Background: an optimization exercise with open tools, aiming at small area and a short achievable clock period. Do not read the settings as production practice. Function was checked by simulation only, so behaviour that the tests miss may differ from the original. Power and IR drop assume default switching activity.

==> job 732: inputs <==
==> flow/design.v <==
`timescale 1ns/1ps
module md4_stream_driver #(
  parameter int unsigned MSG_DEPTH  = 256,
  parameter int unsigned ADDR_W     = 8,
  parameter int unsigned SIZE_W     = 64,
  parameter int unsigned HASH_BYTES = 16
) (
  input  logic                    CLK,
  input  logic                    RESET_N,
  input  logic                    WR_EN,
  input  logic [ADDR_W-1:0]       WR_ADDR,
  input  logic [7:0]              WR_DATA,
  input  logic [SIZE_W-1:0]       MSG_LEN,
  input  logic                    START,
  output logic                    BUSY,
  output logic                    DONE,
  output logic                    ERROR,
  output logic [8*HASH_BYTES-1:0] DIGEST,
  output logic                    HC_START,
  input  logic                    HC_BUSY,
  input  logic                    HC_DONE,
  output logic [SIZE_W-1:0]       HC_SIZE,
  output logic [7:0]              HC_IN_BYTE,
  output logic                    HC_IN_EMPTY,
  input  logic                    HC_IN_READ,
  input  logic [7:0]              HC_OUT_BYTE,
  output logic                    HC_OUT_FULL,
  input  logic                    HC_OUT_WRITE
);
  logic [7:0]   r_buf [256];
  logic         r_busy;
  logic         r_done;
  logic         r_error;
  logic [8:0]   r_len;         
  logic [8:0]   r_rem;         
  logic [15:0]  r_row;         
  logic [15:0]  r_col;         
  logic [7:0]   r_byte;        
  logic         r_empty;
  logic         r_full;
  logic [3:0]   r_cnt;         
  logic [127:0] r_digest;
  logic w_unused_hc_busy;
  assign w_unused_hc_busy = HC_BUSY;
  wire idle     = !r_busy && !r_done;
  wire len_ok   = (MSG_LEN[63:9] == '0) && (!MSG_LEN[8] || (MSG_LEN[7:0] == '0));
  wire start_ok = RESET_N && idle && START && len_ok;
  wire rd_ok    = r_busy && HC_IN_READ && !r_empty;
  wire wr_ok    = r_busy && HC_OUT_WRITE && !r_full;
  wire last_wr  = HC_OUT_WRITE && (r_cnt == 4'd15);
  wire clr      = !RESET_N || start_ok;
  assign BUSY        = r_busy;
  assign HC_START    = r_busy;
  assign DONE        = r_done;
  assign ERROR       = r_error;
  assign HC_SIZE     = {55'd0, r_len};
  assign HC_IN_BYTE  = r_byte;
  assign HC_IN_EMPTY = r_empty;
  assign HC_OUT_FULL = r_full;
  assign DIGEST      = r_digest;
  always_ff @(posedge CLK) begin
    if (idle && WR_EN) r_buf[WR_ADDR] <= WR_DATA;
  end
  logic [255:0] w_sel;
  logic [7:0]   w_grp_n [86];
  logic [7:0][7:0] w_part_n;
  logic [7:0][7:0] r_part_n;
  always_comb begin
    for (int i = 0; i < 256; i++) w_sel[i] = r_row[i / 16] && r_col[i % 16];
  end
  genvar g;
  generate
    for (g = 0; g < 85; g++) begin : g_rd
      md4_rd_aoi3 u_aoi (
        .d0(r_buf[3*g]),   .s0(w_sel[3*g]),
        .d1(r_buf[3*g+1]), .s1(w_sel[3*g+1]),
        .d2(r_buf[3*g+2]), .s2(w_sel[3*g+2]),
        .yn(w_grp_n[g])
      );
    end
  endgenerate
  assign w_grp_n[85] = ~(r_buf[255] & {8{w_sel[255]}});
  always_comb begin
    for (int j = 0; j < 8; j++) begin
      logic [7:0] acc;
      acc = '1;
      for (int i = 11*j; i < 11*j + 11 && i < 86; i++) acc = acc & w_grp_n[i];
      w_part_n[j] = acc;
    end
  end
  wire [7:0] w_rd = ~(r_part_n[0] & r_part_n[1] & r_part_n[2] & r_part_n[3] &
                      r_part_n[4] & r_part_n[5] & r_part_n[6] & r_part_n[7]);
  always_ff @(posedge CLK) begin
    if (!r_busy || rd_ok) r_part_n <= w_part_n;
    if (!r_busy) r_byte <= r_buf[0];
    else if (rd_ok) r_byte <= w_rd;
    if (!r_busy || !RESET_N) begin
      r_row <= 16'h0001;
      r_col <= start_ok ? 16'h0004 : 16'h0002;
      r_rem <= MSG_LEN[8:0];
    end else if (rd_ok) begin
      r_col <= {r_col[14:0], r_col[15]};
      if (r_col[15]) r_row <= {r_row[14:0], r_row[15]};
      r_rem <= r_rem - 9'd1;
    end
  end
  always_ff @(posedge CLK) begin
    for (int k = 0; k < 16; k++) begin
      if (clr || (wr_ok && r_cnt == 4'(k)))
        r_digest[127-8*k -: 8] <= clr ? 8'd0 : HC_OUT_BYTE;
    end
  end
  always_ff @(posedge CLK) begin
    if (start_ok) r_cnt <= '0;
    else if (wr_ok) r_cnt <= r_cnt + 4'd1;
  end
  always_ff @(posedge CLK) begin
    if (!RESET_N) begin
      r_busy  <= 1'b0;
      r_done  <= 1'b0;
      r_error <= 1'b0;
      r_len   <= '0;
      r_empty <= 1'b1;
      r_full  <= 1'b1;
    end else begin
      r_done <= r_busy && HC_DONE;
      if (r_busy) begin
        if ((HC_IN_READ && r_empty) || (HC_OUT_WRITE && r_full) ||
            (HC_DONE && !(r_full || last_wr)))
          r_error <= 1'b1;
        if (HC_DONE) begin
          r_busy  <= 1'b0;
          r_empty <= 1'b1;
          r_full  <= 1'b1;
        end else begin
          if (rd_ok) r_empty <= (r_rem == 9'd1);
          if (wr_ok) r_full  <= (r_cnt == 4'd15);
        end
      end else if (idle && START) begin
        r_error <= !len_ok;
        if (len_ok) begin
          r_busy  <= 1'b1;
          r_len   <= MSG_LEN[8:0];
          r_empty <= (MSG_LEN[8:0] == 9'd0);
          r_full  <= 1'b0;
        end
      end
    end
  end
endmodule
module md4_rd_aoi3 (
  input  logic [7:0] d0,
  input  logic [7:0] d1,
  input  logic [7:0] d2,
  input  logic       s0,
  input  logic       s1,
  input  logic       s2,
  output logic [7:0] yn
);
  assign yn = ~(({8{s0}} & d0) | ({8{s1}} & d1) | ({8{s2}} & d2));
endmodule
==> flow/run.sh <==
#!/bin/bash
# synth_recipe.tcl (not shown) runs the flow's synth.tcl, then flattens the netlist and writes it again
# the make line also repeats each setting of config.mk as NAME=value (left out here)
make -C /OpenROAD-flow-scripts/flow DESIGN_CONFIG=/design/flow/config.mk WORK_HOME=/design/flow/orfs CLKGATE_MAP_FILE= SYNTH_SCRIPT=/design/flow/synth_recipe.tcl finish
==> flow/config.mk <==
export PLATFORM = sky130hd
export DESIGN_NAME = md4_stream_driver
export DESIGN_NICKNAME = md4_stream_driver
export VERILOG_FILES = /design/flow/design.v
export SDC_FILE = /design/flow/constraint.sdc
export NUM_CORES = 4
export LEC_CHECK = 0
export CAP_MARGIN = 20
export CORE_MARGIN = 2
export CORE_UTILIZATION = 60
export SETUP_SLACK_MARGIN = 3.0
export SLEW_MARGIN = 20
export SYNTH_HIERARCHICAL = 1
==> flow/constraint.sdc <==
create_clock -name core_clock -period 5.5 [get_ports {CLK}]
set_input_delay 1.1000 -clock core_clock [delete_from_list [all_inputs] [get_ports {CLK}]]
set_output_delay 1.1000 -clock core_clock [all_outputs]
set_load 0.01 [all_outputs]
==> job 5810 (differences from job 732) <==
==> flow/design.v, changed modules only <==
module md4_stream_driver #(
  parameter int unsigned MSG_DEPTH  = 256,
  parameter int unsigned ADDR_W     = 8,
  parameter int unsigned SIZE_W     = 64,
  parameter int unsigned HASH_BYTES = 16
) (
  input  logic                    CLK,
  input  logic                    RESET_N,
  input  logic                    WR_EN,
  input  logic [ADDR_W-1:0]       WR_ADDR,
  input  logic [7:0]              WR_DATA,
  input  logic [SIZE_W-1:0]       MSG_LEN,
  input  logic                    START,
  output logic                    BUSY,
  output logic                    DONE,
  output logic                    ERROR,
  output logic [8*HASH_BYTES-1:0] DIGEST,
  output logic                    HC_START,
  input  logic                    HC_BUSY,
  input  logic                    HC_DONE,
  output logic [SIZE_W-1:0]       HC_SIZE,
  output logic [7:0]              HC_IN_BYTE,
  output logic                    HC_IN_EMPTY,
  input  logic                    HC_IN_READ,
  input  logic [7:0]              HC_OUT_BYTE,
  output logic                    HC_OUT_FULL,
  input  logic                    HC_OUT_WRITE
);
  logic [7:0]  r_buf [256];
  logic        r_busy;
  logic        r_done;
  logic        r_error;
  logic [8:0]  r_len;         
  logic [8:0]  r_rem;         
  logic [7:0]  r_addr;        
  logic [7:0]  r_byte;        
  logic [7:0]  r_next;        
  logic        r_empty;
  logic [4:0]  r_cnt;         
  logic [7:0]  r_dig [16];
  logic w_unused_hc_busy;
  assign w_unused_hc_busy = HC_BUSY;
  wire idle     = !r_busy && !r_done;
  wire len_ok   = (MSG_LEN[63:9] == '0) && (!MSG_LEN[8] || (MSG_LEN[7:0] == '0));
  wire start_ok = idle && START && len_ok;
  wire rd_ok    = r_busy && HC_IN_READ && !r_empty;
  wire wr_ok    = r_busy && HC_OUT_WRITE && !r_cnt[4];
  wire cnt16_n  = r_cnt[4] || (HC_OUT_WRITE && (r_cnt[3:0] == 4'd15));
  assign BUSY        = r_busy;
  assign HC_START    = r_busy;
  assign DONE        = r_done;
  assign ERROR       = r_error;
  assign HC_SIZE     = {55'd0, r_len};
  assign HC_IN_BYTE  = r_byte;
  assign HC_IN_EMPTY = r_empty;
  assign HC_OUT_FULL = !r_busy || r_cnt[4];
  genvar g;
  generate
    for (g = 0; g < 16; g++) begin : g_dig
      assign DIGEST[127-8*g -: 8] = (r_cnt > 5'(g)) ? r_dig[g] : 8'd0;
    end
  endgenerate
  always_ff @(posedge CLK) begin
    if (idle && WR_EN) r_buf[WR_ADDR] <= WR_DATA;
  end
  logic [15:0] w_hi, w_lo;
  logic [7:0]  w_rd;
  always_comb begin
    w_hi = '0;
    w_lo = '0;
    w_hi[r_addr[7:4]] = 1'b1;
    w_lo[r_addr[3:0]] = 1'b1;
    w_rd = '0;
    for (int h = 0; h < 16; h++) begin
      logic [7:0] grp;
      grp = '0;
      for (int l = 0; l < 16; l++) grp = grp | ({8{w_lo[l]}} & r_buf[16*h+l]);
      w_rd = w_rd | ({8{w_hi[h]}} & grp);
    end
  end
  always_ff @(posedge CLK) begin
    if (!r_busy) begin
      r_byte <= r_buf[0];
      r_next <= r_buf[1];
      r_addr <= 8'd2;
      r_rem  <= MSG_LEN[8:0];
    end else if (rd_ok) begin
      r_byte <= r_next;
      r_next <= w_rd;
      r_addr <= r_addr + 8'd1;
      r_rem  <= r_rem - 9'd1;
    end
  end
  always_ff @(posedge CLK) begin
    for (int k = 0; k < 16; k++) begin
      if (wr_ok && r_cnt[3:0] == 4'(k)) r_dig[k] <= HC_OUT_BYTE;
    end
  end
  always_ff @(posedge CLK) begin
    if (!RESET_N) begin
      r_busy  <= 1'b0;
      r_done  <= 1'b0;
      r_error <= 1'b0;
      r_len   <= '0;
      r_empty <= 1'b1;
      r_cnt   <= '0;
    end else begin
      r_done <= r_busy && HC_DONE;
      if (r_busy) begin
        if ((HC_IN_READ && r_empty) || (HC_OUT_WRITE && r_cnt[4]) || (HC_DONE && !cnt16_n))
          r_error <= 1'b1;
        if (wr_ok) r_cnt <= r_cnt + 5'd1;
        if (HC_DONE) begin
          r_busy  <= 1'b0;
          r_empty <= 1'b1;
        end else if (rd_ok) begin
          r_empty <= (r_rem == 9'd1);
        end
      end else if (idle && START) begin
        r_error <= !len_ok;
        if (len_ok) begin
          r_busy  <= 1'b1;
          r_len   <= MSG_LEN[8:0];
          r_empty <= (MSG_LEN[8:0] == 9'd0);
          r_cnt   <= '0;
        end
      end
    end
  end
endmodule
// module md4_rd_aoi3 removed
--- a/flow/config.mk
+++ b/flow/config.mk
@@ -7,7 +7,5 @@
 export LEC_CHECK = 0
 export CAP_MARGIN = 20
 export CORE_MARGIN = 2
-export CORE_UTILIZATION = 60
-export SETUP_SLACK_MARGIN = 3.0
+export CORE_UTILIZATION = 40
 export SLEW_MARGIN = 20
-export SYNTH_HIERARCHICAL = 1
==> summary of the runs <==
Job 732 passed the timing, DRC and antenna checks. Job 5810 finished but fails on negative setup slack. Against job 5810, the synthesized area of job 732 is lower by 12%. Against job 5810, the flip-flop and latch count of job 732 is higher by 80. Of job 5810 and job 732, job 5810 has the higher routed wire length (gap about 100%, measured against job 732). Between job 5810 and job 732, the lower synthesized cell count is in job 732 (gap about 50%, measured against job 732). Die area: job 5810 is larger than job 732 (70%). In job 5810 the clock power is larger than in job 732, by about 6%. Clock skew: job 5810 is higher than job 732 (0.053 ns). Between job 5810 and job 732, the lower non-clock buffer count is in job 732 (gap 488).
==> figures <==
metric                                                                                                   job 5810         job 732
Clock Power Share                                                                                           44.9%           42.1%
Cell Count Post-Placement                                                                                   10090            6231
Highest clock rate                                                                                      0.182 GHz       0.379 GHz
Mux share of post-synthesis cell area                                                                       3.93%         0.0120%
Reg-to-reg startpoint                                                                                   r_addr[3]        r_col[8]
Clock-pin slew reported for the worst setup and hold paths after clock tree synthesis                     0.07 ns         0.06 ns
XOR/XNOR Fraction of Synth Area                                                                            0.156%         0.0948%
Share of synthesized cell area in full adder, half adder and majority cells                                0.224%         0.0903%
Routed met3 length                                                                                       76700 um        25300 um
Count of nets after finishing                                                                                7279            4873
Sw Ratio                                                                                                    21.3%           20.1%
Status                                                                                 complete, but fails checks  finished clean
Layout check failures                                                                        negative setup slack               -
FF+latch area                                                                                          66600 um^2      69000 um^2
Synth warnings                                                                                                  2               9
Total standard cell area after synthesis                                                               94900 um^2      83200 um^2
Grt met2 use                                                                                                50.3%           49.2%
Worst min-delay path endpoint                                                                            r_len[4]        r_len[8]

[re-timing with driven ports]
The flow's constraints put no driver on any port. The routed layouts listed below were extracted and timed again, unchanged, in two steps. Step 1 sets driving cells, clkbuf_16 on the clock port and buf_2 on the other inputs (assumed; they add their load-dependent delay and slew). Step 2 also shifts input and output timing later by t, the mid clock arrival at the registers, as if the neighbouring blocks saw the same clock. Slacks: ideal / step 1 / step 2; pairs: ideal / step 1.
| run | t (ns) | setup WS [ns] | worst setup path at the end |
|---|---|---|---|
| job 732 | 0.904 | 2.859 / 2.778 / 2.076 | input to register |
| job 5810 | 1.000 | -0.003 / -0.003 / -0.003 | register to register |
The setup slack of job 732, which loses most, moves by -0.081 ns with the drivers and by -0.783 ns with both steps.
